What follows belongs to an exercise in optimizing a design on an open flow for a short achievable clock period and few clock cycles; a production flow would make more cautious choices. Function was checked by simulation only, so behaviour that the tests miss may differ from the original. No activity file was given, so power comes from the tool's default toggle rates.

<file path="design/flow/config.mk">
export PLATFORM = sky130hd
export DESIGN_NAME = riscv_core
export DESIGN_NICKNAME = riscv_core
export VERILOG_FILES = /design/flow/design.v
export SDC_FILE = /design/flow/constraint.sdc
export NUM_CORES = 4
export LEC_CHECK = 0
export CAP_MARGIN = 20
export CORE_MARGIN = 2
export CORE_UTILIZATION = 48
export PLACE_DENSITY = 0.6
export SETUP_SLACK_MARGIN = 3.0
export SLEW_MARGIN = 20
export SYNTH_HIERARCHICAL = 1
export SYNTH_MINIMUM_KEEP_SIZE = 0
export TNS_END_PERCENT = 30
</file>
<file path="design/flow/constraint.sdc">
create_clock -name core_clock -period 5.5 [get_ports {clk}]
set_input_delay 1.1000 -clock core_clock [delete_from_list [all_inputs] [get_ports {clk}]]
set_output_delay 1.1000 -clock core_clock [all_outputs]
set_load 0.01 [all_outputs]
</file>
<file path="design/flow/design.v">
package rv_pkg;
  typedef logic [31:0] data_t;
  typedef logic [31:0] addr_t;
  typedef logic [4:0]  reg_t;
  typedef enum logic [6:0] {
    OPC_OP     = 7'b0110011,
    OPC_OP_IMM = 7'b0010011,
    OPC_LUI    = 7'b0110111,
    OPC_LOAD   = 7'b0000011,
    OPC_STORE  = 7'b0100011,
    OPC_BRANCH = 7'b1100011,
    OPC_JAL    = 7'b1101111,
    OPC_SYSTEM = 7'b1110011
  } opcode_e;
  typedef enum logic [2:0] {
    ALU_ADD,
    ALU_SUB,
    ALU_AND,
    ALU_OR,
    ALU_XOR,
    ALU_SLT,
    ALU_PASS_B
  } alu_op_e;
  typedef enum logic [1:0] {
    MEM_NONE,
    MEM_LOAD,
    MEM_STORE
  } mem_op_e;
  typedef enum logic [1:0] {
    BR_NONE,
    BR_BEQ,
    BR_BNE,
    BR_JUMP
  } branch_e;
  localparam data_t NOP_INSN = 32'h0000_0013;  
  localparam data_t WFI_INSN = 32'h1050_0073;
  localparam logic [2:0] F3_ADD  = 3'b000;
  localparam logic [2:0] F3_SLT  = 3'b010;
  localparam logic [2:0] F3_XOR  = 3'b100;
  localparam logic [2:0] F3_OR   = 3'b110;
  localparam logic [2:0] F3_AND  = 3'b111;
  localparam logic [2:0] F3_WORD = 3'b010;  
  localparam logic [2:0] F3_BEQ  = 3'b000;
  localparam logic [2:0] F3_BNE  = 3'b001;
  localparam logic [6:0] F7_BASE = 7'b0000000;
  localparam logic [6:0] F7_SUB  = 7'b0100000;
endpackage
module pc_port_reg #(
  parameter rv_pkg::addr_t reset_pc = '0
) (
  input  logic          clk,
  input  logic          rst_n,
  input  logic          load,
  input  rv_pkg::addr_t d,
  output rv_pkg::addr_t q
);
  always_ff @(posedge clk or negedge rst_n) begin
    if (!rst_n) begin
      q <= reset_pc;
    end else if (load) begin
      q <= d;
    end
  end
endmodule
module q_port_reg (
  input  logic clk,
  input  logic rst_n,
  input  logic v_d,
  input  logic we_load,
  input  logic we_d,
  output logic v_q,
  output logic we_q
);
  always_ff @(posedge clk or negedge rst_n) begin
    if (!rst_n) v_q <= 1'b0;
    else        v_q <= v_d;
  end
  always_ff @(posedge clk) begin
    if (we_load) we_q <= we_d;
  end
endmodule
module rf_read_port (
  input  logic [4:0]  r,
  input  logic [1023:0] rf,    
  input  logic        wb_we,
  input  logic [4:0]  wb_rd,
  input  logic [31:0] wb_res,
  input  logic        ld_wr,
  input  logic [4:0]  ld_rd,
  input  logic [31:0] ld_data,
  output logic [31:0] v
);
  always_comb begin
    if (r == 5'd0)                 v = 32'd0;
    else if (wb_we && wb_rd == r)  v = wb_res;
    else if (ld_wr && ld_rd == r)  v = ld_data;
    else                           v = rf[32*r +: 32];
  end
endmodule
module ks_pg #(
  parameter int W = 32
) (
  input  logic [W-1:0] a,
  input  logic [W-1:0] b,
  output logic [W-1:0] g,
  output logic [W-1:0] t
);
  assign g = a & b;
  assign t = a | b;
endmodule
module ks_pfx #(
  parameter int W = 32
) (
  input  logic [W-1:0] g0,
  input  logic [W-1:0] t0,
  input  logic         cin,
  output logic [W-1:0] c       
);
  localparam int L = (W > 32) ? 6 : (W > 16) ? 5 : (W > 8) ? 4 : (W > 4) ? 3 : (W > 2) ? 2 : 1;
  logic [W-1:0] g [L+1];
  logic [W-1:0] p [L+1];
  always_comb begin
    g[0] = g0;
    p[0] = t0;
    g[0][0] = g0[0] | (t0[0] & cin);
    for (int l = 0; l < L; l++) begin
      for (int j = 0; j < W; j++) begin
        if (j >= (1 << l)) begin
          g[l+1][j] = g[l][j] | (p[l][j] & g[l][j - (1 << l)]);
          p[l+1][j] = p[l][j] & p[l][j - (1 << l)];
        end else begin
          g[l+1][j] = g[l][j];
          p[l+1][j] = p[l][j];
        end
      end
    end
    c[0] = cin;
    for (int j = 1; j < W; j++) c[j] = g[L][j-1];
  end
endmodule
module ks_sum #(
  parameter int W = 32
) (
  input  logic [W-1:0] g,
  input  logic [W-1:0] t,
  input  logic [W-1:0] c,
  output logic [W-1:0] sum
);
  assign sum = (t & ~g) ^ c;
endmodule
module ks_add #(
  parameter int W = 32
) (
  input  logic [W-1:0] a,
  input  logic [W-1:0] b,
  input  logic         cin,
  output logic [W-1:0] sum
);
  logic [W-1:0] g, t, c;
  ks_pg  #(.W(W)) pg_i  (.a(a), .b(b), .g(g), .t(t));
  ks_pfx #(.W(W)) pfx_i (.g0(g), .t0(t), .cin(cin), .c(c));
  ks_sum #(.W(W)) sum_i (.g(g), .t(t), .c(c), .sum(sum));
endmodule
module riscv_core #(
  parameter rv_pkg::addr_t reset_pc = '0
) (
  input  logic          clk,
  input  logic          rst_n,
  output rv_pkg::addr_t imem_addr,
  output logic          imem_valid,
  input  rv_pkg::data_t imem_data,
  output logic          dmem_valid,
  output logic          dmem_we,
  output rv_pkg::addr_t dmem_addr,
  output rv_pkg::data_t dmem_wdata,
  input  logic          dmem_ready,
  input  rv_pkg::data_t dmem_rdata,
  output logic          halted
);
  localparam int QN = 4;  
  localparam int BH = 5;  
  logic [31:0] pc;
  logic        id_valid;
  logic [31:0] id_insn;
  logic [31:0] id_pc;
  logic [31:0] id_alt;    
  logic        id_pred;
  logic        id_bv;
  logic [11:0] id_p;      
  logic [31:0] id_rf1, id_rf2;  
  logic [1:0]  id_bc;
  logic        ex_valid;
  logic [31:0] ex_a, ex_b, ex_sd, ex_alt;
  logic [4:0]  ex_rd;
  logic        ex_we;     
  logic        ex_load, ex_store, ex_br, ex_bne, ex_pred, ex_halt;
  logic        ex_s_add, ex_s_sub, ex_s_slt, ex_s_link;
  logic [3:1]  ex_k;      
  logic [BH-1:0] ex_idx;
  logic        ex_bv;
  logic [1:0]  ex_bc;
  logic        wb_we;
  logic [4:0]  wb_rd;
  logic [31:0] wb_res;
  logic        bu_valid;
  logic [BH-1:0] bu_idx;
  logic [1:0]  bu_bc;
  logic [31:0] rf [32];
  logic        bv [1<<BH];
  logic [1:0]  bc [1<<BH];
  logic        qv    [QN];
  logic        qwe   [QN];
  logic [31:0] qaddr [QN];
  logic [31:0] qdata [QN];
  logic [4:0]  qrd   [QN];
  logic        halt_pend;
  logic        deq, enq, ld_wr;
  logic [31:0] sum, diff, ex_res;
  logic        slt, eq, taken, mispredict, ex_mem, flush;
  ks_add #(.W(32)) add_i (.a(ex_a), .b(ex_b),  .cin(1'b0), .sum(sum));
  logic [31:0] ndiff;
  ks_add #(.W(32)) sub_i (.a(~ex_a), .b(ex_b), .cin(1'b0), .sum(ndiff));
  assign diff = ~ndiff;
  assign slt  = (ex_a[31] != ex_b[31]) ? ex_a[31] : diff[31];
  logic [31:0] lres;
  always_comb begin
    for (int i = 0; i < 32; i++)
      lres[i] = ex_a[i] ? (ex_b[i] ? ex_k[3] : ex_k[2]) : (ex_b[i] ? ex_k[1] : 1'b0);
  end
  assign ex_res = ({32{ex_s_add}}  & sum)
                | ({32{ex_s_sub}}  & diff)
                | lres
                | ({31'b0, ex_s_slt & slt})
                | ({32{ex_s_link}} & ex_alt);
  assign eq         = (ex_a == ex_b);
  assign taken      = ex_bne ? ~eq : eq;
  assign mispredict = ex_valid & ex_br & (taken != ex_pred);
  assign ex_mem     = ex_load | ex_store;
  assign flush      = mispredict | (ex_valid & ex_halt) | halt_pend;
  always_ff @(posedge clk or negedge rst_n) begin
    if (!rst_n) begin
      wb_we <= 1'b0;
    end else begin
      wb_we <= ex_valid & ex_we;
    end
  end
  always_ff @(posedge clk) begin
    wb_rd  <= ex_rd;
    wb_res <= ex_res;
  end
  logic [6:0]  opc, f7;
  logic [2:0]  f3;
  logic [4:0]  rs1, rs2, rd;
  logic [31:0] imm_i, imm_s, imm_u;
  logic        d_op, d_opi, d_lui, d_load, d_store, d_br, d_jal, d_legal;
  logic        use1, use2, b_rs2, d_writes;
  logic [31:0] rf1, rf2, rd1, rd2, imm_sel;
  logic        fwd1, fwd2, wfw1, wfw2, haz, stall_id;
  assign opc = id_insn[6:0];
  assign f3  = id_insn[14:12];
  assign f7  = id_insn[31:25];
  assign rs1 = id_insn[19:15];
  assign rs2 = id_insn[24:20];
  assign rd  = id_insn[11:7];
  assign imm_i = {{20{id_insn[31]}}, id_insn[31:20]};
  assign imm_s = {{20{id_insn[31]}}, id_insn[31:25], id_insn[11:7]};
  assign imm_u = {id_insn[31:12], 12'b0};
  assign d_op     = id_p[0];
  assign d_opi    = id_p[1];
  assign d_lui    = id_p[2];
  assign d_load   = id_p[3];
  assign d_store  = id_p[4];
  assign d_br     = id_p[5];
  assign d_jal    = id_p[6];
  assign d_legal  = id_p[7];
  assign use1     = id_p[8];
  assign use2     = id_p[9];
  assign b_rs2    = id_p[10];
  assign d_writes = id_p[11];
  assign imm_sel = d_lui ? imm_u : (d_store ? imm_s : imm_i);
  assign rf1 = id_rf1;
  assign rf2 = id_rf2;
  assign fwd1 = ex_valid & ex_we & (ex_rd == rs1);
  assign fwd2 = ex_valid & ex_we & (ex_rd == rs2);
  assign wfw1 = wb_we & (wb_rd == rs1);
  assign wfw2 = wb_we & (wb_rd == rs2);
  assign rd1  = wfw1 ? wb_res : rf1;
  assign rd2  = wfw2 ? wb_res : rf2;
  logic [31:0] lp, lp_next;
  logic        id_p1, id_p2, id_pd;
  logic        ex_ldw, deq_ld, head1, head2, headd, exl1, exl2, exld, ld_byp1, ld_byp2;
  assign ex_ldw = ex_valid & ex_load & (ex_rd != 5'd0);
  assign deq_ld = deq & ~qwe[0];
  always_comb begin
    lp_next[0] = 1'b0;
    for (int r = 1; r < 32; r++)
      lp_next[r] = (lp[r] & ~(deq_ld & (qrd[0] == 5'(r)))) | (ex_ldw & (ex_rd == 5'(r)));
  end
  always_ff @(posedge clk or negedge rst_n) begin
    if (!rst_n) lp <= '0;
    else        lp <= lp_next;
  end
  assign exl1  = ex_ldw & (ex_rd == rs1);
  assign exl2  = ex_ldw & (ex_rd == rs2);
  assign exld  = ex_ldw & (ex_rd == rd);
  assign head1 = qv[0] & ~qwe[0] & (qrd[0] == rs1) & (rs1 != 5'd0);
  assign head2 = qv[0] & ~qwe[0] & (qrd[0] == rs2) & (rs2 != 5'd0);
  assign headd = qv[0] & ~qwe[0] & (qrd[0] == rd);
  assign ld_byp1 = head1 & dmem_ready;
  assign ld_byp2 = head2 & dmem_ready;
  assign haz = id_valid & ((use1 & (exl1 | (id_p1 & ~ld_byp1))) |
                           (use2 & (exl2 | (id_p2 & ~ld_byp2))) |
                           (d_writes & (exld | (id_pd & ~(headd & dmem_ready)))));
  logic q_room;
  assign q_room   = ~qv[QN-1] & ~(qv[QN-2] & ex_valid & ex_mem);
  assign stall_id = haz | (id_valid & (d_load | d_store) & ~q_room);
  logic [31:0] f_insn, f_imm_b, f_imm_j, f_tgt_b, f_tgt_j, f_target, f_pc4, f_next;
  logic        f_jal, f_br, f_same, f_pred, f_hist, f_bv;
  logic [1:0]  f_bc;
  logic [BH-1:0] f_idx;
  assign f_insn  = imem_data;
  logic [11:0] p_dec;
  logic [2:0]  p_f3;
  logic [6:0]  p_f7;
  logic        p_op, p_opi, p_lui, p_load, p_store, p_br, p_jal, p_alu_ok;
  assign p_f3  = f_insn[14:12];
  assign p_f7  = f_insn[31:25];
  assign p_op    = (f_insn[6:0] == 7'b0110011);
  assign p_opi   = (f_insn[6:0] == 7'b0010011);
  assign p_lui   = (f_insn[6:0] == 7'b0110111);
  assign p_load  = (f_insn[6:0] == 7'b0000011);
  assign p_store = (f_insn[6:0] == 7'b0100011);
  assign p_br    = (f_insn[6:0] == 7'b1100011);
  assign p_jal   = (f_insn[6:0] == 7'b1101111);
  assign p_alu_ok = (p_f3 == 3'b000) || (p_f3 == 3'b010) || (p_f3 == 3'b100) ||
                    (p_f3 == 3'b110) || (p_f3 == 3'b111);
  assign p_dec[0]  = p_op;
  assign p_dec[1]  = p_opi;
  assign p_dec[2]  = p_lui;
  assign p_dec[3]  = p_load;
  assign p_dec[4]  = p_store;
  assign p_dec[5]  = p_br;
  assign p_dec[6]  = p_jal;
  assign p_dec[7]  = (p_op && ((p_f7 == 7'b0000000 && p_alu_ok) || (p_f7 == 7'b0100000 && p_f3 == 3'b000)))
                  || (p_opi && p_alu_ok)
                  || p_lui
                  || ((p_load || p_store) && p_f3 == 3'b010)
                  || (p_br && p_f3[2:1] == 2'b00)
                  || p_jal;
  assign p_dec[8]  = p_op | p_opi | p_load | p_store | p_br;
  assign p_dec[9]  = p_op | p_store | p_br;
  assign p_dec[10] = p_op | p_br;
  assign p_dec[11] = (p_op | p_opi | p_lui | p_load | p_jal) && (f_insn[11:7] != 5'd0);
  assign f_jal   = (f_insn[6:0] == 7'b1101111);
  assign f_br    = (f_insn[6:0] == 7'b1100011);
  assign f_same  = (f_insn[19:15] == f_insn[24:20]);
  assign f_idx   = pc[BH+1:2];
  assign f_bv    = bv[f_idx];
  assign f_bc    = bc[f_idx];
  assign f_hist  = f_bv ? f_bc[1] : f_insn[31];
  assign f_pred  = f_jal | (f_br & (f_same ? ~f_insn[12] : f_hist));
  assign f_imm_j = {{11{f_insn[31]}}, f_insn[31], f_insn[19:12], f_insn[20], f_insn[30:21], 1'b0};
  assign f_imm_b = {{19{f_insn[31]}}, f_insn[31], f_insn[7], f_insn[30:25], f_insn[11:8], 1'b0};
  ks_add #(.W(32)) tgj_i (.a(pc), .b(f_imm_j), .cin(1'b0), .sum(f_tgt_j));
  ks_add #(.W(32)) tgb_i (.a(pc), .b(f_imm_b), .cin(1'b0), .sum(f_tgt_b));
  ks_add #(.W(30)) inc_i (.a(pc[31:2]), .b(30'd0), .cin(1'b1), .sum(f_pc4[31:2]));
  assign f_pc4[1:0] = pc[1:0];
  assign f_target   = f_jal ? f_tgt_j : f_tgt_b;
  assign f_next     = f_pred ? f_target : f_pc4;
  assign imem_valid = ~halted;
  logic        pc_load;
  logic [31:0] pc_d;
  assign pc_load = mispredict | ~(flush | stall_id);
  assign pc_d    = mispredict ? ex_alt : f_next;
  always_ff @(posedge clk or negedge rst_n) begin
    if (!rst_n) begin
      pc <= reset_pc;
    end else if (pc_load) begin
      pc <= pc_d;
    end
  end
  pc_port_reg #(.reset_pc(reset_pc)) pc_port_i (
    .clk(clk), .rst_n(rst_n), .load(pc_load), .d(pc_d), .q(imem_addr)
  );
  always_ff @(posedge clk or negedge rst_n) begin
    if (!rst_n) begin
      id_valid <= 1'b0;
    end else if (flush) begin
      id_valid <= 1'b0;
    end else if (!stall_id) begin
      id_valid <= 1'b1;
    end
  end
  logic [31:0] rdf1, rdf2, rdh1, rdh2;
  logic [1023:0] rf_flat;
  always_comb begin
    for (int i = 0; i < 32; i++) rf_flat[32*i +: 32] = rf[i];
  end
  rf_read_port rpf1_i (.r(f_insn[19:15]), .rf(rf_flat), .wb_we(wb_we), .wb_rd(wb_rd), .wb_res(wb_res),
                       .ld_wr(ld_wr), .ld_rd(qrd[0]), .ld_data(dmem_rdata), .v(rdf1));
  rf_read_port rpf2_i (.r(f_insn[24:20]), .rf(rf_flat), .wb_we(wb_we), .wb_rd(wb_rd), .wb_res(wb_res),
                       .ld_wr(ld_wr), .ld_rd(qrd[0]), .ld_data(dmem_rdata), .v(rdf2));
  assign rdh1 = (rs1 == 5'd0)                  ? 32'd0 :
                (wb_we && wb_rd == rs1)        ? wb_res :
                (ld_wr && qrd[0] == rs1)       ? dmem_rdata : id_rf1;
  assign rdh2 = (rs2 == 5'd0)                  ? 32'd0 :
                (wb_we && wb_rd == rs2)        ? wb_res :
                (ld_wr && qrd[0] == rs2)       ? dmem_rdata : id_rf2;
  always_ff @(posedge clk) begin
    id_rf1 <= stall_id ? rdh1 : rdf1;
    id_rf2 <= stall_id ? rdh2 : rdf2;
  end
  always_ff @(posedge clk) begin
    if (!stall_id) begin
      id_p1 <= lp_next[f_insn[19:15]];
      id_p2 <= lp_next[f_insn[24:20]];
      id_pd <= lp_next[f_insn[11:7]];
    end else begin
      id_p1 <= lp_next[rs1];
      id_p2 <= lp_next[rs2];
      id_pd <= lp_next[rd];
    end
  end
  always_ff @(posedge clk) begin
    if (!stall_id) begin
      id_insn <= f_insn;
      id_p    <= p_dec;
      id_pc   <= pc;
      id_pred <= f_pred;
      id_alt  <= f_pred ? f_pc4 : f_target;
      id_bv   <= f_bv;
      id_bc   <= f_bc;
    end
  end
  always_ff @(posedge clk or negedge rst_n) begin
    if (!rst_n) begin
      ex_valid <= 1'b0;
    end else begin
      ex_valid <= id_valid & ~stall_id & ~flush;
    end
  end
  always_ff @(posedge clk) begin
    ex_a      <= fwd1 ? ex_res : (ld_byp1 ? dmem_rdata : rd1);
    ex_sd     <= fwd2 ? ex_res : (ld_byp2 ? dmem_rdata : rd2);
    ex_b      <= (b_rs2 & fwd2) ? ex_res : (b_rs2 ? (ld_byp2 ? dmem_rdata : rd2) : imm_sel);
    ex_alt    <= id_alt;
    ex_idx    <= id_pc[BH+1:2];
    ex_bv     <= id_bv;
    ex_bc     <= id_bc;
    ex_rd     <= rd;
    ex_we     <= d_legal & d_writes & ~d_load;
    ex_load   <= d_legal & d_load;
    ex_store  <= d_legal & d_store;
    ex_br     <= d_legal & d_br;
    ex_bne    <= f3[0];
    ex_pred   <= id_pred;
    ex_halt   <= ~d_legal;
    ex_s_add  <= d_load | d_store | ((d_op | d_opi) & f3 == 3'b000 & ~(d_op & f7[5]));
    ex_s_sub  <= d_op & f3 == 3'b000 & f7[5];
    ex_s_slt  <= (d_op | d_opi) & f3 == 3'b010;
    ex_k[3]   <= ((d_op | d_opi) & (f3 == 3'b111 | f3 == 3'b110)) | d_lui;
    ex_k[2]   <= (d_op | d_opi) & (f3 == 3'b110 | f3 == 3'b100);
    ex_k[1]   <= ((d_op | d_opi) & (f3 == 3'b110 | f3 == 3'b100)) | d_lui;
    ex_s_link <= d_jal;
  end
  always_ff @(posedge clk or negedge rst_n) begin
    if (!rst_n) begin
      bu_valid <= 1'b0;
    end else begin
      bu_valid <= ex_valid & ex_br;
    end
  end
  always_ff @(posedge clk) begin
    bu_idx <= ex_idx;
    if (!ex_bv)                       bu_bc <= taken ? 2'b11 : 2'b00;
    else if (taken && ex_bc != 2'b11)  bu_bc <= ex_bc + 2'b01;
    else if (!taken && ex_bc != 2'b00) bu_bc <= ex_bc - 2'b01;
    else                               bu_bc <= ex_bc;
  end
  always_ff @(posedge clk or negedge rst_n) begin
    if (!rst_n) begin
      for (int i = 0; i < (1<<BH); i++) begin
        bv[i] <= 1'b0;
        bc[i] <= 2'b00;
      end
    end else if (bu_valid) begin
      bv[bu_idx] <= 1'b1;
      bc[bu_idx] <= bu_bc;
    end
  end
  logic cv [QN];
  logic place [QN];
  assign deq = qv[0] & dmem_ready;
  assign enq = ex_valid & ex_mem;
  always_comb begin
    for (int i = 0; i < QN; i++) begin
      if (i == QN - 1) cv[i] = deq ? 1'b0 : qv[i];
      else             cv[i] = deq ? qv[i+1] : qv[i];
    end
    for (int i = 0; i < QN; i++) begin
      if (i == 0) place[i] = enq & ~cv[0];
      else        place[i] = enq & ~cv[i] & cv[i-1];
    end
  end
  always_ff @(posedge clk or negedge rst_n) begin
    if (!rst_n) begin
      for (int i = 0; i < QN; i++) qv[i] <= 1'b0;
    end else begin
      for (int i = 0; i < QN; i++) qv[i] <= cv[i] | place[i];
    end
  end
  always_ff @(posedge clk) begin
    for (int i = 0; i < QN; i++) begin
      if (place[i]) begin
        qwe[i]   <= ex_store;
        qaddr[i] <= sum;
        qdata[i] <= ex_sd;
        qrd[i]   <= ex_rd;
      end else if (deq && i < QN - 1) begin
        qwe[i]   <= qwe[i+1];
        qaddr[i] <= qaddr[i+1];
        qdata[i] <= qdata[i+1];
        qrd[i]   <= qrd[i+1];
      end
    end
  end
  q_port_reg q_port_i (
    .clk(clk), .rst_n(rst_n),
    .v_d(cv[0] | place[0]),
    .we_load(place[0] | deq), .we_d(place[0] ? ex_store : qwe[1]),
    .v_q(dmem_valid), .we_q(dmem_we)
  );
  assign dmem_addr  = qaddr[0];
  assign dmem_wdata = qdata[0];
  assign ld_wr = deq & ~qwe[0];
  logic [31:0] wb_oh, ld_oh;
  always_ff @(posedge clk or negedge rst_n) begin
    if (!rst_n) begin
      wb_oh <= '0;
    end else begin
      for (int i = 0; i < 32; i++) wb_oh[i] <= ex_valid & ex_we & (ex_rd == 5'(i));
    end
  end
  always_ff @(posedge clk) begin
    if (place[0]) begin
      for (int i = 0; i < 32; i++) ld_oh[i] <= ex_load & (ex_rd == 5'(i));
    end else if (deq) begin
      for (int i = 0; i < 32; i++) ld_oh[i] <= ~qwe[1] & (qrd[1] == 5'(i));
    end
  end
  always_ff @(posedge clk or negedge rst_n) begin
    if (!rst_n) begin
      for (int i = 0; i < 32; i++) rf[i] <= 32'd0;
    end else begin
      for (int i = 1; i < 32; i++) begin
        if (wb_oh[i])              rf[i] <= wb_res;
        else if (deq && ld_oh[i])  rf[i] <= dmem_rdata;
      end
    end
  end
  logic halt_now;
  assign halt_now = halt_pend | (ex_valid & ex_halt);
  always_ff @(posedge clk or negedge rst_n) begin
    if (!rst_n) begin
      halt_pend <= 1'b0;
      halted    <= 1'b0;
    end else begin
      halt_pend <= halt_now;
      if (halt_now && !cv[0]) halted <= 1'b1;
    end
  end
endmodule
</file>
<file path="design/flow/flow/run.sh">
#!/bin/bash
# The standard layout (standard.sh), with two changes to how it is made:
#  - synthesis maps the logic with ABC's delay-oriented 'map' command
#    (flow/abc_speed.script) instead of the default &nf script; registers are
#    mapped exactly as in the standard synthesis (dfflibmap runs before ABC);
#  - port buffers are sky130_fd_sc_hd__buf_4 instead of the delay cell
#    buffer_ports picks by default.
set -euo pipefail
W=$PWD
rm -rf "$W/scripts_own"
cp -r "$FLOW_HOME/scripts" "$W/scripts_own"
cp "$W/flow/abc_speed.script" "$W/scripts_own/abc_speed.script"
export SCRIPTS_DIR="$W/scripts_own"
export BUFFER_PORTS_ARGS="-buffer_cell sky130_fd_sc_hd__buf_4"
bash standard.sh synth > "$W/synth.log" 2>&1
bash standard.sh > "$W/layout.log" 2>&1
</file>
<file path="design/flow/flow/abc_speed.script">
strash
dch
map -B 0.9
topo
buffer -c
topo
upsize -c
dnsize -c
</file>
<file path="design/flow/standard.sh">
#!/bin/bash
# synth_recipe.tcl (not shown) runs the flow's synth.tcl, then flattens the netlist and writes it again
# the make line also repeats each setting of config.mk as NAME=value (left out here)
make -C /OpenROAD-flow-scripts/flow DESIGN_CONFIG=/design/flow/config.mk WORK_HOME=/design/flow/orfs CLKGATE_MAP_FILE= SYNTH_SCRIPT=/design/flow/synth_recipe.tcl "${@:-finish}"
</file>
==> results of run 1 <==
[sequential cells by signal, summed over array words and instances (netlist names), 20 cells and up]
name,count
qaddr,128
pc_port_i.q,32
lp,31
ex_sd,32
id_rf2,32
wb_oh,31
bv,32
pc,32
rf,992
id_rf1,32
bc,64
ex_alt,32
qrd,20
ld_oh,31
id_insn,25
wb_res,32
id_alt,32
qdata,128
ex_b,32
ex_a,32
[per-module statistics from Yosys, one instance, submodules excluded, a selection]
| module | flops+latches | copies in the design | cells inside |
|---|---|---|---|
| q_port_reg | 2 | 1 | 2 |
| rf_read_port | 0 | 2 | 2566 |
| riscv_core | 1847 | 1 | 10100 |
[routing by layer]
| metal | vias up | GRT usage [%] | part of all wire (%) |
|---|---|---|---|
| met4 | 32 | 28.0 | 7.6 |
| met3 | 2289 | 15.8 | 15 |
| li1 | 60900 | - | - |
| met2 | 9741 | 62.8 | 40 |
| met1 | 63400 | 59.8 | 38 |
| met5 | - | 0.407 | 0.083 |
[worst min-delay path by stage]
stage                       to  depth (start not counted)  slack (ns)      start
finish              rf[20][29]                          1        0.18      rst_n
global route        rf[23][19]                          1        0.20      rst_n
CTS                 rf[20][29]                          1        0.19      rst_n
detailed placement   bu_idx[0]                          0        0.32  ex_idx[0]
global placement     bu_idx[0]                          0        0.31  ex_idx[0]
floorplan            bu_idx[0]                          0        0.31  ex_idx[0]
[metrics by stage]
stage                     total power, µW  std cells  setup WS, ns
after floorplan                     24600      19200          1.84
after global placement              29500      21800          1.10
after detailed placement            29600      21800          1.11
after CTS                           46000      22500          2.57
after global routing                49700      22700          2.26
final                               47900      22700          2.33
[cell type report]
| cell class | instances | area, µm² |
|---|---|---|
| timing repair inverter | 15 | 148 |
| inverter | 1918 | 7490 |
| clock inverter | 72 | 966 |
| sequential | 1881 | 48600 |
| multi-input combinational | 14100 | 66600 |
| antenna | 18 | 45.0 |
| fill | 24600 | 108000 |
| tap | 3366 | 4210 |
| timing repair buffer | 971 | 11100 |
| clock buffer | 330 | 6450 |
[placed cells by master (no fill, tap or decap), types with 51 or more instances in the layout]
cell	n
nand3_2	118
nor2_2	56
nand3_1	1390
nand2_2	279
nand2_1	7117
dfxtp_4	51
buf_4	661
o21ai_1	67
edfxtp_1	454
o21ai_2	90
dfxtp_1	103
clkbuf_16	237
inv_2	85
nor2_1	1752
a21oi_1	579
a31oi_1	1016
clkbuf_1	59
dfrtp_1	1212
o21ai_0	594
o211ai_1	123
conb_1	138
buf_6	88
inv_1	1758
buf_12	95
nand2_4	125
buf_16	61
[where the power goes]
group	switching [µW]	internal [µW]	leakage, µW
registers	1410	15600	0.0185
clock network	6510	8800	0.00364
logic	10700	4940	0.0495
total	18600	29400	0.0716
[logic make-up (layout without fill, tap and decap cells)]
kind of cell,after synthesis,after routing
compound gates,2749,2749
xor+xnor,21,21
fa+ha+maj,2,2
buf+inv,3262,3306
flops,1881,1881
mux,1,1
other cells,2,156
simple gates,11200,11200
[repair_timing]
action | in CTS | in global routing
gates resized for setup | 918 | 933
pin swaps | 105 | 292
setup endpoints to repair | 1522 | 1261
hold endpoints to repair | 0 | 0
cloned | 82 | 27
buffers inserted | 196 | 174
==> key figures, run 1 <==
Detailed routing
  – Via/cell ratio: 6.01
  – WL final: 608000 µm
  – Antenna-violating nets left: 0
  – Total number of vias: 136000
  – DR iter-0 viols: 21200
  – DR WL/cell: 26.8 µm
  – Drt first pass iters: 9
  – DRC: 0

Pwr
  – Peak supply drop: 0.360 mV
  – Pleak: 0.0716 µW
  – Pwr/cell area: 329 mW/mm²

Min path
  – Hold Crit Class: in2async

Timing
  – Final hold slack: 0.182 ns
  – Final Max Tran Viols: 0
  – RSZ-0062 raised after global routing: true
  – Fin. Hold Viols: 0
  – Skew final: 0.0501 ns
  – Setup TNS: 0 ns
  – Worst slew pin tran: 1.15 ns
  – Rel. slew slack: 23.3%
  – Final min period: 3.17 ns
  – # setup viols final: 0
  – Fmax: 315 MHz
  – Final Cycle Share: 57.7%

Synth
  – Top-area cell type share of the netlist area: 25.1%
  – Number of synthesized register bits: 1881
  – Top-count cell post-synth: nand2_1
  – Xor-xnor portion of the synthesized cell area: 0.151%
  – Syn avg cell area: 6.40 µm²
  – Synth Area in Compound Gates: 13.0%
  – Largest family of logic cells by synthesized area: simple AND/OR/NAND/NOR gates
  – Synth warnings: 36
  – Mux share of post-synthesis cell area: 0.00819%
  – Top post-synthesis cells by count: nand2_1 (7467), inv_1 (1855), nor2_1 (1833)
  – Number of flops mapped to enable cells by yosys: 454
  – Synth Cell Area: 0.122 mm²
  – Seq/Total Area, Yosys: 39.6%
  – Share of synthesized registers carrying an async set or reset: 65.1%
  – Synth Area in Adders: 0.0205%
  – Cells after synthesis: 19100
  – Ranking of synthesized cells by area: dfrtp_1 (25%), nand2_1 (23%), edfxtp_1 (11%)
  – Main flop type after synthesis: dfrtp_1
  – Unique masters post-synth: 63
  – Post-Synth Simple-Gate Area: 36.7%
  – Area leader, netlist: dfrtp_1

GRT
  – Initial antenna violation count: 49
  – Number of global-route vias before repair: 122000
  – First-pass GRT wire length: 860000 µm
  – Total gr overflow: 0
  – Largest net degree at the start of global routing: 126
  – Total GRT Usage: 45.2%

Layout
  – Post-layout net count: 19200
  – Layout area overhead: 19.2%
  – Final Cell Area: 0.146 mm²
  – Share of post-route cells with drive strength above 1: 13.5%
  – Fin util: 57.4%

Place
  – Placed Area: 0.126 mm²
  – DP Wirelength: 371000 µm
  – GP Congestion: 1.01
  – Port Buffer Count: 166

Worst setup path
  – Crit Path Max Fanout: 10
  – Worst r2r src: pc[6]
  – Worst path depth: 21
  – CP bufs+invs: 8
  – Worst r2r dst: id_alt[21]
  – Slowest-stage cell, CP: dfrtp_2
  – Crit path to: id_alt[21]
  – Max stage delay on crit path: 0.48 ns
  – R2r setup slk: 2.33 ns
  – Worst setup EP type: register
  – R2R cell count: 21
  – Worst setup SP type: register
  – Worst path cell trace: buf_8 > buf_12 > nand4_1 > inv_2 > nand2_1 > nand2_1 > nor2_1 > nand4_1 > nor2_1 > nand2_1 > o21ai_2 > nor2_2 > o21ai_4 > buf_12 > nand2_8 > buf_6 > buf_12 > buf_4 > inv_8 > nor2_1 > a31oi_1
  – CP Class: reg2reg
  – Worst Setup SP: pc[6]
  – Worst EP arrival: 3.92 ns
  – Dominant delay contributor by cell family on the critical path: buffers and inverters
  – WP data required: 6.24 ns

Clock network
  – CTS sink count: 1881
  – Clk root buf: clkbuf_16
  – Reg clk slew, reported paths: 0.07 ns
  – # hold bufs at CTS: 0
  – CTS Buffer Depth: 3
  – CTS H-tree depth: 4
  – Clk Latency, worst-skew pair: 0.92 ns
  – CTS tree: done
  – CTS Buf Count: 215

Die
  – Height of the die: 509 µm
  – Die Area: 0.259 mm²
  – Core Box Area: 0.254 mm²
  – IO Pins: 167
  – Cell Rows: 185
  – Initial Util: 48.2%
  – DIE WIDTH: 509 µm

Flow run
  – Max Cap Violations: 0

Status
  – Outcome: complete, no violations
Testbench counts, summed over its fixed seeds: cycles 21,875.
==> run 2, diff against run 1 <==
--- a/design/flow/design.v
+++ b/design/flow/design.v
@@ -99,2 +99,19 @@
 endmodule
+module rf_we_copy (
+  input  logic        clk,
+  input  logic        rst_n,
+  input  logic [31:0] wb_d,
+  input  logic        ld_upd,
+  input  logic [31:0] ld_d,
+  output logic [31:0] wb_q,
+  output logic [31:0] ld_q
+);
+  always_ff @(posedge clk or negedge rst_n) begin
+    if (!rst_n) wb_q <= '0;
+    else        wb_q <= wb_d;
+  end
+  always_ff @(posedge clk) begin
+    if (ld_upd) ld_q <= ld_d;
+  end
+endmodule
 module ks_pg #(
@@ -163,2 +180,22 @@
 endmodule
+module head_match (
+  input  logic [4:0] r,
+  input  logic       place0,
+  input  logic       deq,
+  input  logic       ex_load,
+  input  logic [4:0] ex_rd,
+  input  logic       qv1,
+  input  logic       qwe1,
+  input  logic [4:0] qrd1,
+  input  logic       qv0,
+  input  logic       qwe0,
+  input  logic [4:0] qrd0,
+  output logic       h
+);
+  always_comb begin
+    if (place0)    h = ex_load & (ex_rd == r);
+    else if (deq)  h = qv1 & ~qwe1 & (qrd1 == r);
+    else           h = qv0 & ~qwe0 & (qrd0 == r);
+  end
+endmodule
 module riscv_core #(
@@ -217,2 +254,4 @@
   logic        deq, enq, ld_wr;
+  logic        cv [QN];
+  logic        place [QN];
   logic [31:0] sum, diff, ex_res;
@@ -305,5 +344,30 @@
   assign exld  = ex_ldw & (ex_rd == rd);
-  assign head1 = qv[0] & ~qwe[0] & (qrd[0] == rs1) & (rs1 != 5'd0);
-  assign head2 = qv[0] & ~qwe[0] & (qrd[0] == rs2) & (rs2 != 5'd0);
-  assign headd = qv[0] & ~qwe[0] & (qrd[0] == rd);
+  logic       id_h1, id_h2, id_hd;
+  assign head1 = id_h1;
+  assign head2 = id_h2;
+  assign headd = id_hd;
+  logic hn_f1, hn_f2, hn_fd, hn_h1, hn_h2, hn_hd;
+  head_match hm_f1_i (.r(f_insn[19:15]), .place0(place[0]), .deq(deq), .ex_load(ex_load), .ex_rd(ex_rd),
+                      .qv1(qv[1]), .qwe1(qwe[1]), .qrd1(qrd[1]), .qv0(qv[0]), .qwe0(qwe[0]), .qrd0(qrd[0]), .h(hn_f1));
+  head_match hm_f2_i (.r(f_insn[24:20]), .place0(place[0]), .deq(deq), .ex_load(ex_load), .ex_rd(ex_rd),
+                      .qv1(qv[1]), .qwe1(qwe[1]), .qrd1(qrd[1]), .qv0(qv[0]), .qwe0(qwe[0]), .qrd0(qrd[0]), .h(hn_f2));
+  head_match hm_fd_i (.r(f_insn[11:7]), .place0(place[0]), .deq(deq), .ex_load(ex_load), .ex_rd(ex_rd),
+                      .qv1(qv[1]), .qwe1(qwe[1]), .qrd1(qrd[1]), .qv0(qv[0]), .qwe0(qwe[0]), .qrd0(qrd[0]), .h(hn_fd));
+  head_match hm_h1_i (.r(rs1), .place0(place[0]), .deq(deq), .ex_load(ex_load), .ex_rd(ex_rd),
+                      .qv1(qv[1]), .qwe1(qwe[1]), .qrd1(qrd[1]), .qv0(qv[0]), .qwe0(qwe[0]), .qrd0(qrd[0]), .h(hn_h1));
+  head_match hm_h2_i (.r(rs2), .place0(place[0]), .deq(deq), .ex_load(ex_load), .ex_rd(ex_rd),
+                      .qv1(qv[1]), .qwe1(qwe[1]), .qrd1(qrd[1]), .qv0(qv[0]), .qwe0(qwe[0]), .qrd0(qrd[0]), .h(hn_h2));
+  head_match hm_hd_i (.r(rd), .place0(place[0]), .deq(deq), .ex_load(ex_load), .ex_rd(ex_rd),
+                      .qv1(qv[1]), .qwe1(qwe[1]), .qrd1(qrd[1]), .qv0(qv[0]), .qwe0(qwe[0]), .qrd0(qrd[0]), .h(hn_hd));
+  always_ff @(posedge clk) begin
+    if (stall_id) begin
+      id_h1 <= hn_h1 & (rs1 != 5'd0);
+      id_h2 <= hn_h2 & (rs2 != 5'd0);
+      id_hd <= hn_hd;
+    end else begin
+      id_h1 <= hn_f1 & (f_insn[19:15] != 5'd0);
+      id_h2 <= hn_f2 & (f_insn[24:20] != 5'd0);
+      id_hd <= hn_fd;
+    end
+  end
   assign ld_byp1 = head1 & dmem_ready;
@@ -490,4 +554,2 @@
   end
-  logic cv [QN];
-  logic place [QN];
   assign deq = qv[0] & dmem_ready;
@@ -535,17 +597,15 @@
   assign ld_wr = deq & ~qwe[0];
-  logic [31:0] wb_oh, ld_oh;
-  always_ff @(posedge clk or negedge rst_n) begin
-    if (!rst_n) begin
-      wb_oh <= '0;
-    end else begin
-      for (int i = 0; i < 32; i++) wb_oh[i] <= ex_valid & ex_we & (ex_rd == 5'(i));
-    end
-  end
-  always_ff @(posedge clk) begin
-    if (place[0]) begin
-      for (int i = 0; i < 32; i++) ld_oh[i] <= ex_load & (ex_rd == 5'(i));
-    end else if (deq) begin
-      for (int i = 0; i < 32; i++) ld_oh[i] <= ~qwe[1] & (qrd[1] == 5'(i));
+  logic [31:0] wb_dec, ld_dec, wb_lo, ld_lo, wb_hi, ld_hi;
+  logic        ld_upd;
+  always_comb begin
+    for (int i = 0; i < 32; i++) begin
+      wb_dec[i] = ex_valid & ex_we & (ex_rd == 5'(i));
+      ld_dec[i] = place[0] ? (ex_load & (ex_rd == 5'(i))) : (~qwe[1] & (qrd[1] == 5'(i)));
     end
   end
+  assign ld_upd = place[0] | deq;
+  rf_we_copy we_lo_i (.clk(clk), .rst_n(rst_n), .wb_d(wb_dec), .ld_upd(ld_upd), .ld_d(ld_dec),
+                      .wb_q(wb_lo), .ld_q(ld_lo));
+  rf_we_copy we_hi_i (.clk(clk), .rst_n(rst_n), .wb_d(wb_dec), .ld_upd(ld_upd), .ld_d(ld_dec),
+                      .wb_q(wb_hi), .ld_q(ld_hi));
   always_ff @(posedge clk or negedge rst_n) begin
@@ -555,4 +615,6 @@
       for (int i = 1; i < 32; i++) begin
-        if (wb_oh[i])              rf[i] <= wb_res;
-        else if (deq && ld_oh[i])  rf[i] <= dmem_rdata;
+        if (wb_lo[i])              rf[i][15:0] <= wb_res[15:0];
+        else if (deq && ld_lo[i])  rf[i][15:0] <= dmem_rdata[15:0];
+        if (wb_hi[i])              rf[i][31:16] <= wb_res[31:16];
+        else if (deq && ld_hi[i])  rf[i][31:16] <= dmem_rdata[31:16];
       end
==> key figures, run 2 <==
Clock network
  – Reg clk slew, reported paths: 0.06 ns (about the same)
  – CTS sink count: 1946 (+3.5%)
  – # hold bufs at CTS: 0 (unchanged)
  – Clk root buf: clkbuf_16
  – CTS H-tree depth: 4 (unchanged)
  – CTS Buffer Depth: 4 (+1)
  – CTS Buf Count: 225 (+4.7%)
  – CTS tree: done
  – Clk Latency, worst-skew pair: 0.97 ns (+0.05 ns)

Pwr
  – Pwr/cell area: 366 mW/mm² (+11%)
  – Pleak: 0.0741 µW (+3.4%)
  – Peak supply drop: 0.375 mV (+4.2%)

Detailed routing
  – Total number of vias: 140000 (+3.0%)
  – DR WL/cell: 26.5 µm (-1.1%)
  – Antenna-violating nets left: 0 (unchanged)
  – Drt first pass iters: 15 (+6)
  – DRC: 0 (unchanged)
  – DR iter-0 viols: 20800 (-1.9%)
  – WL final: 625000 µm (+2.7%)
  – Via/cell ratio: 5.96 (-0.92%)

Synth
  – Cells after synthesis: 19600 (+2.7%)
  – Synth warnings: 38 (+5.6%)
  – Synth Cell Area: 0.126 mm² (+2.8%)
  – Syn avg cell area: 6.40 µm² (+0.13%)

GRT
  – Total gr overflow: 0 (unchanged)
  – Number of global-route vias before repair: 124000 (+2.0%)
  – Initial antenna violation count: 64 (+31%)
  – First-pass GRT wire length: 878000 µm (+2.1%)
  – Total GRT Usage: 45.1% (-0.10 points)
  – Largest net degree at the start of global routing: 142 (+13%)

Layout
  – Flip-flop count of the largest register after layout: 992 (unchanged)
  – Biggest register: rf
  – Top flop regs: rf (992), qaddr (128), qdata (128)
  – Share of post-route cells with drive strength above 1: 15.1% (+1.6 points)
  – Layout area overhead: 20.3%
  – Most frequent cells in the layout: nand2_1 (7373), inv_1 (1743), nor2_1 (1675)
  – Post-layout net count: 19900 (+3.7%)
  – Most common cell after layout, fill and taps aside: nand2_1
  – Fillcell total: 24900 (+1.4%)

Place
  – DP Wirelength: 384000 µm (+3.5%)
  – Setup WS pre-CTS: 1.20 ns (+0.0896 ns)
  – Port Buffer Count: 166 (unchanged)
  – GP Congestion: 1.04 (+3.3%)

Timing
  – # setup viols final: 0 (unchanged)
  – Skew final: 0.0754 ns (+0.0254 ns)
  – Final Max Tran Viols: 0 (unchanged)
  – RSZ-0062 raised after global routing: true
  – Worst slew pin tran: 1.33 ns (+0.175 ns)
  – Rel. slew slack: 11.6% (-12 points)
  – Setup TNS: 0 ns (unchanged)
  – Fin. Hold Viols: 0 (unchanged)
  – Fmax: 326 MHz (+3.4%)
  – Setup slack after layout: 2.43 ns (+0.103 ns)
  – Final Cycle Share: 55.8% (-1.9 points)
  – Final min period: 3.07 ns (-0.103 ns)

Worst setup path
  – Crit Path Max Fanout: 8 (-2)
  – CP Class: reg2reg
  – Worst EP arrival: 3.95 ns (+0.03 ns)
  – Worst setup SP type: register
  – Worst setup EP type: register
  – WP data required: 6.38 ns (+0.14 ns)

Die
  – Die Area: 0.266 mm² (+2.8%)
  – Initial Util: 48.3% (+0.18 points)
  – IO Pins: 167 (unchanged)
  – Height of the die: 516 µm (+1.4%)
  – Cell Rows: 187 (+1.1%)
  – Core Box Area: 0.260 mm² (+2.5%)
  – DIE WIDTH: 516 µm (+1.4%)

Status
  – Outcome: complete, no violations

Min path
  – Hold Crit Class: in2async

Flow run
  – Max Cap Violations: 0 (unchanged)
-- run 2: cell type report --
| type | count | area [µm²] | share of cell area, % |
|---|---|---|---|
| antenna | 56 | 140 | 0.0927 |
| clock buffer | 300 | 6250 | 4.13 |
| clock inverter | 122 | 1210 | 0.803 |
| inverter | 2023 | 7970 | 5.27 |
| multi-input combinational | 14500 | 69000 | 45.6 |
| sequential | 1946 | 50400 | 33.3 |
| tap | 3496 | 4370 | 2.89 |
| timing repair buffer | 1098 | 11700 | 7.77 |
| timing repair inverter | 17 | 181 | 0.120 |
-- run 2: per-stage QoR --
stage	utilization (%)	total power, µW	hold slack [ns]	std cells	area, µm²
after CTS	56.3	53000	0.149	23300	146000
final	58.2	55300	0.125	23600	151000
after detailed placement	50.1	35800	0.312	22500	130000
after floorplan	-	29900	0.310	19800	126000
after global routing	58.1	57700	0.168	23500	151000
after global placement	50.1	35600	0.311	22500	130000
-- run 2: final timing paths --
check | to | from | slack, ns | cells after the start
min in group core_clock | ex_alt[18] | id_alt[18] | 0.31 | 0
min reg2reg | ex_alt[18] | id_alt[18] | 0.31 | 0
max | pc_port_i.q[30] | pc[3] | 2.43 | 20
max in group asynchronous | we_hi_i.wb_q[9] | rst_n | 3.85 | 2
max reg2reg | pc_port_i.q[30] | pc[3] | 2.43 | 20
min | rf[6][6] | rst_n | 0.13 | 1
-- run 2: report_power, final --
group / internal, µW / switching [µW]
logic: 6710 / 12600
clock network: 8760 / 6920
registers: 17600 / 2750
-- run 2: what timing repair did --
| action | 4_1_cts | 5_1_grt |
|---|---|---|
| pin swaps | 311 | 352 |
| gates resized for setup | 1429 | 822 |
| setup endpoints to repair | 2025 | 1160 |
| hold endpoints to repair | 0 | 0 |
| gates cloned | 67 | 20 |
| setup buffers | 320 | 173 |
-- run 2: worst max-delay path, cell delays in order, from the launching register on --
cell and delay [ns]:
dfrtp_2 0.54, buf_6 0.15, nor2_4 0.05, nand2_4 0.14, nor2_4 0.07, nand2_1 0.07, nand2_2 0.06, nor3_4 0.25
nand2_1 0.10, nor2_1 0.12, nand2_2 0.10, nand2_4 0.11, nor2_4 0.05, o21ai_4 0.20, buf_6 0.18, buf_12 0.17
nand3_1 0.12, nand3_2 0.16, and2_4 0.19, nand2_1 0.06, nand2_1 0.06
-- run 2: per-layer routing --
| layer | vias to the layer above | wire length [µm] | track usage, % |
|---|---|---|---|
| met3 | 2291 | 95300 | 18.4 |
| li1 | 62900 | - | - |
| met5 | - | 456 | 0.694 |
| met2 | 9796 | 248000 | 62.1 |
| met1 | 65400 | 235000 | 58.6 |
| met4 | 40 | 46400 | 27.3 |
Testbench counts of run 2, summed over its fixed seeds: cycles 21,875.
==> run 3, diff against run 2 <==
--- a/design/flow/design.v
+++ b/design/flow/design.v
@@ -180,2 +180,41 @@
 endmodule
+module ks_and_pfx #(
+  parameter int W = 32
+) (
+  input  logic [W-1:0] a,
+  output logic [W-1:0] c       
+);
+  localparam int L = (W > 32) ? 6 : (W > 16) ? 5 : (W > 8) ? 4 : (W > 4) ? 3 : (W > 2) ? 2 : 1;
+  logic [W-1:0] p [L+1];
+  always_comb begin
+    p[0] = a;
+    for (int l = 0; l < L; l++) begin
+      for (int j = 0; j < W; j++) begin
+        if (j >= (1 << l)) p[l+1][j] = p[l][j] & p[l][j - (1 << l)];
+        else               p[l+1][j] = p[l][j];
+      end
+    end
+    c[0] = 1'b1;
+    for (int j = 1; j < W; j++) c[j] = p[L][j-1];
+  end
+endmodule
+module ks_xor #(
+  parameter int W = 32
+) (
+  input  logic [W-1:0] a,
+  input  logic [W-1:0] b,
+  output logic [W-1:0] y
+);
+  assign y = a ^ b;
+endmodule
+module ks_inc #(
+  parameter int W = 32
+) (
+  input  logic [W-1:0] a,
+  output logic [W-1:0] sum
+);
+  logic [W-1:0] c;
+  ks_and_pfx #(.W(W)) pfx_i (.a(a), .c(c));
+  ks_xor     #(.W(W)) x_i   (.a(a), .b(c), .y(sum));
+endmodule
 module head_match (
@@ -427,5 +466,23 @@
   assign f_imm_b = {{19{f_insn[31]}}, f_insn[31], f_insn[7], f_insn[30:25], f_insn[11:8], 1'b0};
-  ks_add #(.W(32)) tgj_i (.a(pc), .b(f_imm_j), .cin(1'b0), .sum(f_tgt_j));
-  ks_add #(.W(32)) tgb_i (.a(pc), .b(f_imm_b), .cin(1'b0), .sum(f_tgt_b));
-  ks_add #(.W(30)) inc_i (.a(pc[31:2]), .b(30'd0), .cin(1'b1), .sum(f_pc4[31:2]));
+  logic [13:0] f_lo_b;
+  logic [21:0] f_lo_j;
+  logic [18:0] pc_hb_p1, pc_hb_m1;
+  logic [10:0] pc_hj_p1, pc_hj_m1;
+  ks_add #(.W(14)) tgb_i  (.a({1'b0, pc[12:0]}), .b({1'b0, f_imm_b[12:0]}), .cin(1'b0), .sum(f_lo_b));
+  ks_add #(.W(22)) tgj_i  (.a({1'b0, pc[20:0]}), .b({1'b0, f_imm_j[20:0]}), .cin(1'b0), .sum(f_lo_j));
+  logic [18:0] pc_hb_nm1;
+  logic [10:0] pc_hj_nm1;
+  ks_inc #(.W(19)) hbp_i  (.a(pc[31:13]),  .sum(pc_hb_p1));
+  ks_inc #(.W(19)) hbm_i  (.a(~pc[31:13]), .sum(pc_hb_nm1));
+  ks_inc #(.W(11)) hjp_i  (.a(pc[31:21]),  .sum(pc_hj_p1));
+  ks_inc #(.W(11)) hjm_i  (.a(~pc[31:21]), .sum(pc_hj_nm1));
+  assign pc_hb_m1 = ~pc_hb_nm1;
+  assign pc_hj_m1 = ~pc_hj_nm1;
+  assign f_tgt_b[12:0]  = f_lo_b[12:0];
+  assign f_tgt_b[31:13] = f_imm_b[12] ? (f_lo_b[13] ? pc[31:13] : pc_hb_m1)
+                                      : (f_lo_b[13] ? pc_hb_p1  : pc[31:13]);
+  assign f_tgt_j[20:0]  = f_lo_j[20:0];
+  assign f_tgt_j[31:21] = f_imm_j[20] ? (f_lo_j[21] ? pc[31:21] : pc_hj_m1)
+                                      : (f_lo_j[21] ? pc_hj_p1  : pc[31:21]);
+  ks_inc #(.W(30)) inc_i (.a(pc[31:2]), .sum(f_pc4[31:2]));
   assign f_pc4[1:0] = pc[1:0];
==> key figures, run 3 <==
Detailed routing
  – DR iter-0 viols: 20400 (-1.9%)
  – Drt first pass iters: 8 (-7)
  – Via/cell ratio: 6.02 (+1.1%)
  – DR WL/cell: 26.4 µm (-0.30%)
  – Total number of vias: 137000 (-2.6%)
  – DRC: 0 (unchanged)
  – WL final: 600000 µm (-3.9%)
  – Antenna-violating nets left: 0 (unchanged)

Layout
  – Share of post-route cells with drive strength above 1: 16.0% (+0.83 points)
  – Flip-flop count of the largest register after layout: 992 (unchanged)
  – Most frequent cells in the layout: nand2_1 (6934), nor2_1 (1719), inv_1 (1424)
  – Multi-input combinational cell area: 0.0677 mm² (-1.9%)
  – Biggest register: rf
  – Layout area overhead: 20.3% (about the same)
  – Top flop regs: rf (992), qaddr (128), qdata (128)
  – Most common cell after layout, fill and taps aside: nand2_1
  – Fin util: 58.1% (-0.10 points)
  – Fillcell total: 24400 (-2.1%)
  – Post-layout net count: 19200 (-3.5%)
  – Storage cell area: 0.0504 mm² (about the same)

Worst setup path
  – Worst setup EP type: register
  – Worst EP arrival: 3.91 ns (-0.04 ns)
  – Worst path cell trace: buf_12 > nor2_4 > nand3_4 > nor2_4 > nand2_2 > nand2_2 > inv_2 > nand4_1 > nor2_1 > a21oi_2 > nand2_2 > nand3_4 > nand2_8 > buf_12 > buf_16 > nand3_1 > nand3_2 > and2_1 > nand2_1 > nand2_1
  – WP data required: 6.34 ns (-0.04 ns)
  – CP most frequent cell: nand2_2
  – CP bufs+invs: 4 (+1)
  – Slowest-stage cell, CP: dfrtp_4
  – Worst setup SP type: register
  – Crit Path Max Fanout: 8 (unchanged)
  – Max stage delay on crit path: 0.55 ns (about the same)
  – CP Class: reg2reg
  – Dominant delay contributor by cell family on the critical path: simple AND/OR/NAND/NOR gates

Pwr
  – Comb pwr share: 28.3% (-6.5 points)
  – Peak supply drop: 0.284 mV (-24%)
  – Sequential fraction of design power: 39.4% (+2.6 points)
  – Psw: 18300 µW (-18%)
  – P_int: 31900 µW (-3.6%)
  – Pleak: 0.0721 µW (-2.6%)
  – Sw Share: 36.4% (-3.7 points)
  – Clock power frac: 32.3% (+3.9 points)
  – Pwr/cell area: 337 mW/mm² (-8.0%)

GRT
  – Largest net degree at the start of global routing: 153 (+7.7%)
  – Initial antenna violation count: 53 (-17%)
  – Total gr overflow: 0 (unchanged)
  – First-pass GRT wire length: 861000 µm (-2.0%)
  – Number of global-route vias before repair: 123000 (-0.93%)
  – Total GRT Usage: 44.1% (-1.0 points)

Timing
  – Fmax: 326 MHz (about the same)
  – Final min period: 3.07 ns (+0.000910 ns)
  – Fin. Hold Viols: 0 (unchanged)
  – Final hold slack: 0.0786 ns (-0.0467 ns)
  – Rel. slew slack: 15.5% (+3.9 points)
  – Skew final: 0.0796 ns (+0.00417 ns)
  – # setup viols final: 0 (unchanged)
  – RSZ-0062 raised after global routing: true
  – Worst slew pin tran: 1.26 ns (-0.0626 ns)
  – Setup TNS: 0 ns (unchanged)
  – Final Cycle Share: 55.8% (about the same)
  – Final Max Tran Viols: 0 (unchanged)
  – Setup slack after layout: 2.43 ns (-0.000910 ns)

Synth
  – Syn avg cell area: 6.53 µm² (+1.9%)
  – Synth Cell Area: 0.124 mm² (-1.3%)
  – Synth warnings: 47 (+24%)
  – Cells after synthesis: 19000 (-3.1%)

Die
  – Core Box Area: 0.257 mm² (-1.2%)
  – Initial Util: 48.3% (-0.058 points)
  – DIE WIDTH: 512 µm (-0.64%)
  – Height of the die: 512 µm (-0.64%)
  – IO Pins: 167 (unchanged)
  – Cell Rows: 186 (-0.53%)
  – Die Area: 0.263 mm² (-1.3%)

Min path
  – Hold Crit Class: in2async

Clock network
  – Reg clk slew, reported paths: 0.07 ns (about the same)
  – CTS H-tree depth: 4 (unchanged)
  – CTS Buffer Depth: 4 (unchanged)
  – Clk Latency, worst-skew pair: 0.99 ns (+0.02 ns)
  – CTS tree: done
  – Clk root buf: clkbuf_16
  – CTS sink count: 1946 (unchanged)
  – CTS Buf Count: 228 (+1.3%)

Place
  – DP Wirelength: 366000 µm (-4.6%)
  – GP Congestion: 1.00 (-3.9%)
  – Setup WS pre-CTS: 1.32 ns (+0.116 ns)
  – Port Buffer Count: 166 (unchanged)

Flow run
  – Max Cap Violations: 0 (unchanged)

Status
  – Outcome: complete, no violations
[run 3: worst paths after layout]
check                                from              end  slack, ns  depth (start not counted)
worst max-delay path                pc[5]  pc_port_i.q[15]       2.43                         20
worst min-delay path                rst_n       rf[18][28]       0.08                          1
worst max register to register      pc[5]  pc_port_i.q[15]       2.43                         20
worst min register to register  ex_idx[1]        bu_idx[1]       0.33                          0
max in group asynchronous           rst_n            pc[3]       3.80                          2
min in group core_clock         ex_idx[1]        bu_idx[1]       0.33                          0
[run 3: power groups by stage]
| stage | clock (µW) | sequential [µW] | combinational [µW] |
|---|---|---|---|
| global route | 16800 | 20000 | 15400 |
| CTS | 16200 | 19600 | 13000 |
| finish | 16200 | 19800 | 14200 |
| global placement | 0 | 19900 | 11400 |
| floorplan | 0 | 19000 | 8010 |
| detailed placement | 0 | 19900 | 11600 |
[run 3: repair_timing]
item | CTS | global route
endpoints found under the setup margin | 1814 | 1484
hold buffers | 0 | 0
buffers inserted | 326 | 185
endpoints found under the hold margin | 0 | 0
cloned | 87 | 6
pin swaps | 250 | 246
gates resized for setup | 1312 | 702
[run 3: area by class of cell]
type,count,share of cell area (%)
timing repair inverter,14,0.107
timing repair buffer,1113,8.08
tap,3384,2.84
inverter,1729,4.63
clock buffer,315,4.36
sequential,1946,33.8
multi-input combinational,14100,45.4
clock inverter,101,0.840
antenna,18,0.0302
[run 3: per-stage QoR]
stage	power, µW	cells	cell area (µm²)
after floorplan	27000	19100	125000
after global placement	31300	21700	128000
after detailed placement	31400	21700	128000
after CTS	48800	22500	145000
after global routing	52200	22700	149000
final	50200	22700	149000
[run 3: worst register-to-register path: cells and delay by family, from the launching register on]
family / cells / cell delay [ns]
flip-flops: 1 / 0.55
buffers and inverters: 4 / 0.56
AO/OA/AOI/OAI: 1 / 0.18
AND/OR/NAND/NOR: 15 / 1.69
[run 3: routing by layer]
layer	GRT usage, %	vias to the layer above	share of wire [%]
met5	0	-	0.057
met4	28.9	50	8.0
met3	13.8	2442	13
met2	63.1	9497	41
met1	57.2	63600	38
li1	-	61200	-
Testbench counts of run 3, summed over its fixed seeds: cycles 21,875.
==> run 4, diff against run 3 <==
--- a/design/flow/design.v
+++ b/design/flow/design.v
@@ -81,2 +81,24 @@
 endmodule
+module bht_lookup #(
+  parameter int BH = 5
+) (
+  input  logic [BH-1:0]       idx,
+  input  logic [(1<<BH)-1:0]  bv,
+  input  logic [2*(1<<BH)-1:0] bc,
+  input  logic                wr_en,
+  input  logic [BH-1:0]       wr_idx,
+  input  logic [1:0]          wr_c,
+  output logic                v,
+  output logic [1:0]          c
+);
+  always_comb begin
+    if (wr_en && wr_idx == idx) begin
+      v = 1'b1;
+      c = wr_c;
+    end else begin
+      v = bv[idx];
+      c = bc[2*idx +: 2];
+    end
+  end
+endmodule
 module rf_read_port (
@@ -459,5 +481,7 @@
   assign f_same  = (f_insn[19:15] == f_insn[24:20]);
+  logic          pb_v;
+  logic [1:0]    pb_c;
   assign f_idx   = pc[BH+1:2];
-  assign f_bv    = bv[f_idx];
-  assign f_bc    = bc[f_idx];
+  assign f_bv    = pb_v;
+  assign f_bc    = pb_c;
   assign f_hist  = f_bv ? f_bc[1] : f_insn[31];
@@ -501,2 +525,38 @@
     end
+  end
+  logic [(1<<BH)-1:0]   bv_flat;
+  logic [2*(1<<BH)-1:0] bc_flat;
+  always_comb begin
+    for (int i = 0; i < (1<<BH); i++) begin
+      bv_flat[i]       = bv[i];
+      bc_flat[2*i +: 2] = bc[i];
+    end
+  end
+  logic       lk_alt_v, lk_tb_v, lk_tj_v, lk_p4_v, lk_hold_v, pb_v_d;
+  logic [1:0] lk_alt_c, lk_tb_c, lk_tj_c, lk_p4_c, lk_hold_c, pb_c_d;
+  bht_lookup #(.BH(BH)) lk_alt_i (.idx(ex_alt[BH+1:2]), .bv(bv_flat), .bc(bc_flat), .wr_en(bu_valid),
+                                  .wr_idx(bu_idx), .wr_c(bu_bc), .v(lk_alt_v), .c(lk_alt_c));
+  bht_lookup #(.BH(BH)) lk_tb_i  (.idx(f_tgt_b[BH+1:2]), .bv(bv_flat), .bc(bc_flat), .wr_en(bu_valid),
+                                  .wr_idx(bu_idx), .wr_c(bu_bc), .v(lk_tb_v), .c(lk_tb_c));
+  bht_lookup #(.BH(BH)) lk_tj_i  (.idx(f_tgt_j[BH+1:2]), .bv(bv_flat), .bc(bc_flat), .wr_en(bu_valid),
+                                  .wr_idx(bu_idx), .wr_c(bu_bc), .v(lk_tj_v), .c(lk_tj_c));
+  bht_lookup #(.BH(BH)) lk_p4_i  (.idx(f_pc4[BH+1:2]), .bv(bv_flat), .bc(bc_flat), .wr_en(bu_valid),
+                                  .wr_idx(bu_idx), .wr_c(bu_bc), .v(lk_p4_v), .c(lk_p4_c));
+  assign lk_hold_v = (bu_valid && bu_idx == f_idx) ? 1'b1  : pb_v;
+  assign lk_hold_c = (bu_valid && bu_idx == f_idx) ? bu_bc : pb_c;
+  always_comb begin
+    if (!pc_load)        begin pb_v_d = lk_hold_v; pb_c_d = lk_hold_c; end
+    else if (mispredict) begin pb_v_d = lk_alt_v;  pb_c_d = lk_alt_c;  end
+    else if (!f_pred)    begin pb_v_d = lk_p4_v;   pb_c_d = lk_p4_c;   end
+    else if (f_jal)      begin pb_v_d = lk_tj_v;   pb_c_d = lk_tj_c;   end
+    else                 begin pb_v_d = lk_tb_v;   pb_c_d = lk_tb_c;   end
+  end
+  always_ff @(posedge clk or negedge rst_n) begin
+    if (!rst_n) begin
+      pb_v <= 1'b0;
+      pb_c <= 2'b00;
+    end else begin
+      pb_v <= pb_v_d;
+      pb_c <= pb_c_d;
+    end
   end
==> key figures, run 4 <==
Detailed routing
  – DR iter-0 viols: 22200 (+8.4%)
  – WL final: 642000 µm (+7.0%)
  – Total number of vias: 143000 (+4.6%)
  – DRC: 0 (unchanged)
  – Antenna-violating nets left: 0 (unchanged)
  – Drt first pass iters: 10 (+2)
  – Via/cell ratio: 6.02 (about the same)
  – DR WL/cell: 27.0 µm (+2.4%)

Worst setup path
  – Max stage delay on crit path: 0.36 ns (-0.19 ns)
  – Worst r2r src: id_insn[23]
  – Crit Path Max Fanout: 55 (+47)
  – Slowest-stage cell, CP: nand3_1
  – CP Class: in2reg
  – Worst setup SP type: input port
  – CP bufs+invs: 4 (unchanged)
  – Worst r2r dst: ex_b[18]
  – R2r setup slk: 2.65 ns (+0.22 ns)
  – Worst path cell trace: buf_16 > buf_8 > buf_16 > buf_16 > nand2_1 > nand3_1 > nand2_1 > a21oi_1 > nor2_1 > o21ai_1 > nand3_1 > a21oi_2 > nand2_2 > o21ai_1
  – Worst setup EP type: register
  – Dominant delay contributor by cell family on the critical path: compound AO/OA/AOI/OAI gates
  – Worst Setup SP: imem_data[20]
  – WP data required: 6.31 ns (-0.03 ns)
  – CP most frequent cell: buf_16
  – Worst EP arrival: 3.76 ns (-0.15 ns)
  – R2R cell count: 13 (-35%)

Die
  – Die Area: 0.270 mm² (+2.9%)
  – Core Box Area: 0.265 mm² (+3.1%)
  – Height of the die: 520 µm (+1.5%)
  – Cell Rows: 189 (+1.6%)
  – Initial Util: 48.2% (-0.057 points)
  – IO Pins: 167 (unchanged)
  – DIE WIDTH: 520 µm (+1.5%)

Layout
  – Layout area overhead: 19.9%
  – Most common cell after layout, fill and taps aside: nand2_1
  – Fillcell total: 25400 (+4.1%)
  – Most frequent cells in the layout: nand2_1 (7304), nor2_1 (1834), inv_1 (1600)
  – Storage cell area: 0.0505 mm² (+0.31%)
  – Top flop regs: rf (992), qaddr (128), qdata (128)
  – Biggest register: rf
  – Multi-input combinational cell area: 0.0700 mm² (+3.5%)
  – Post-layout net count: 20100 (+4.5%)
  – Fin util: 57.8% (-0.23 points)
  – Share of post-route cells with drive strength above 1: 15.6% (-0.37 points)
  – Flip-flop count of the largest register after layout: 992 (unchanged)

Flow run
  – Max Cap Violations: 0 (unchanged)

Timing
  – Fin. Hold Viols: 0 (unchanged)
  – Final min period: 2.95 ns (-0.116 ns)
  – Rel. slew slack: 9.68% (-5.8 points)
  – Setup TNS: 0 ns (unchanged)
  – # setup viols final: 0 (unchanged)
  – RSZ-0062 raised after global routing: true
  – Final Cycle Share: 53.7% (-2.1 points)
  – Skew final: 0.0500 ns (-0.0296 ns)
  – Worst slew pin tran: 1.35 ns (+0.0857 ns)
  – Final Max Tran Viols: 0 (unchanged)
  – Fmax: 339 MHz (+3.9%)

GRT
  – Total GRT Usage: 44.8% (+0.70 points)
  – Number of global-route vias before repair: 127000 (+3.1%)
  – First-pass GRT wire length: 896000 µm (+4.0%)
  – Total gr overflow: 0 (unchanged)
  – Initial antenna violation count: 46 (-13%)
  – Largest net degree at the start of global routing: 142 (-7.2%)

Pwr
  – Comb pwr share: 33.1% (+4.8 points)
  – P_int: 30400 µW (-4.6%)
  – Pwr/cell area: 324 mW/mm² (-3.8%)
  – Sequential fraction of design power: 34.8% (-4.6 points)
  – Psw: 19100 µW (+4.7%)
  – Pleak: 0.0733 µW (+1.6%)
  – Peak supply drop: 0.322 mV (+14%)
  – Clock power frac: 32.1% (-0.2 points)
  – Sw Share: 38.6% (+2.2 points)

Synth
  – Synth Cell Area: 0.128 mm² (+3.0%)
  – Syn avg cell area: 6.43 µm² (-1.4%)
  – Cells after synthesis: 19900 (+4.5%)
  – Synth warnings: 48 (+2.1%)

Clock network
  – CTS Buf Count: 229 (+0.44%)
  – CTS H-tree depth: 4 (unchanged)
  – CTS tree: done
  – CTS sink count: 1949 (+0.15%)
  – # hold bufs at CTS: 0 (unchanged)
  – Clk root buf: clkbuf_16
  – Reg clk slew, reported paths: 0.07 ns (about the same)
  – Clk Latency, worst-skew pair: 0.96 ns (-0.03 ns)
  – CTS Buffer Depth: 4 (unchanged)

Place
  – DP Wirelength: 390000 µm (+6.7%)
  – Port Buffer Count: 166 (unchanged)
  – GP Congestion: 1.01 (+1.4%)

Status
  – Outcome: complete, no violations

Min path
  – Hold Crit Class: in2async
-- run 4: worst max path at each step --
stage               slack [ns]  depth (start not counted)               end
floorplan                 1.86                          5       qaddr[3][0]
finish                    2.55                         14         id_rf2[4]
CTS                       2.64                          3         rf[7][14]
detailed placement        1.32                          9  we_hi_i.ld_q[17]
global route              2.51                         22            pc[14]
global placement          1.34                         25              pb_v
-- run 4: layout make-up --
cell class	instances	area share, %
Timing Repair inverter	17	0.172
Timing Repair Buffer	1155	8.23
Clock inverter	101	0.622
Antenna cell	34	0.0555
Sequential cell	1949	33.0
Tap cell	3533	2.89
Inverter	1888	4.99
Multi-Input combinational cell	14800	45.7
Clock buffer	329	4.34
-- run 4: per-stage QoR --
step           hold WS, ns  cells  instance area [µm²]  power [µW]  worst slack [ns]
6_report             0.150  23800               153000       49600              2.55
3_3_place_gp         0.310  22600               131000       29700              1.34
3_5_place_dp         0.312  22600               131000       29800              1.32
4_1_cts              0.150  23500               148000       47700              2.64
5_1_grt              0.213  23700               153000       51200              2.51
2_1_floorplan        0.310  19900               128000       25300              1.86
-- run 4: per-layer routing --
layer | track usage, % | vias up | routed length, µm
met1 | 56.1 | 66400 | 232000
met4 | 32.9 | 28 | 58800
met3 | 13.9 | 2534 | 87600
met2 | 64.9 | 10300 | 264000
met5 | 0.140 | - | 316
li1 | - | 63800 | -
-- run 4: power by group through the flow --
stage	clock network, µW	logic (µW)	registers (µW)
global placement	0	12200	17500
finish	15900	16400	17300
floorplan	0	8380	17000
global route	16500	17300	17400
detailed placement	0	12300	17500
CTS	15900	14500	17200
-- run 4: what timing repair did --
action | 4_1_cts | 5_1_grt
hold endpoints to repair | 0 | 0
cloned | 74 | 41
setup endpoints to repair | 2010 | 1310
pin swaps | 244 | 307
setup buffers | 365 | 174
resized for setup | 1364 | 878
Testbench counts of run 4, summed over its fixed seeds: cycles 21,875.

-- port drivers added, routing unchanged --
Ports are ideal in the flow. The routed layouts listed here were re-timed in OpenROAD. Step 1, drivers: a clkbuf_16 drives clk and a buf_2 each remaining input, both assumed. Step 2 times the ports against the registers' clock, not the clock port: input delays grow and output delays shrink by t, the midpoint of the rising clock arrivals with the driver on. Slacks: ideal / step 1 / step 2; pairs: ideal / step 1.
run	shift t [ns]	slack for setup (ns)	latest minus earliest clock arrival (ns)	worst slew at a driven data input, ns	pins driven straight from the clock port
run 1	0.994	2.329 / 2.329 / 1.410	0.055 / 0.055	0.37	1
run 2	1.048	2.432 / 2.425 / 1.377	0.076 / 0.075	0.42	1
run 3	1.056	2.431 / 2.351 / 1.295	0.084 / 0.084	0.59	1
run 4	1.046	2.547 / 2.392 / 1.345	0.051 / 0.051	0.50	1
After both steps every run listed still meets setup and hold. For run 4, which loses most, drivers alone change the setup slack by -0.155 ns; drivers and shift together by -1.202 ns.
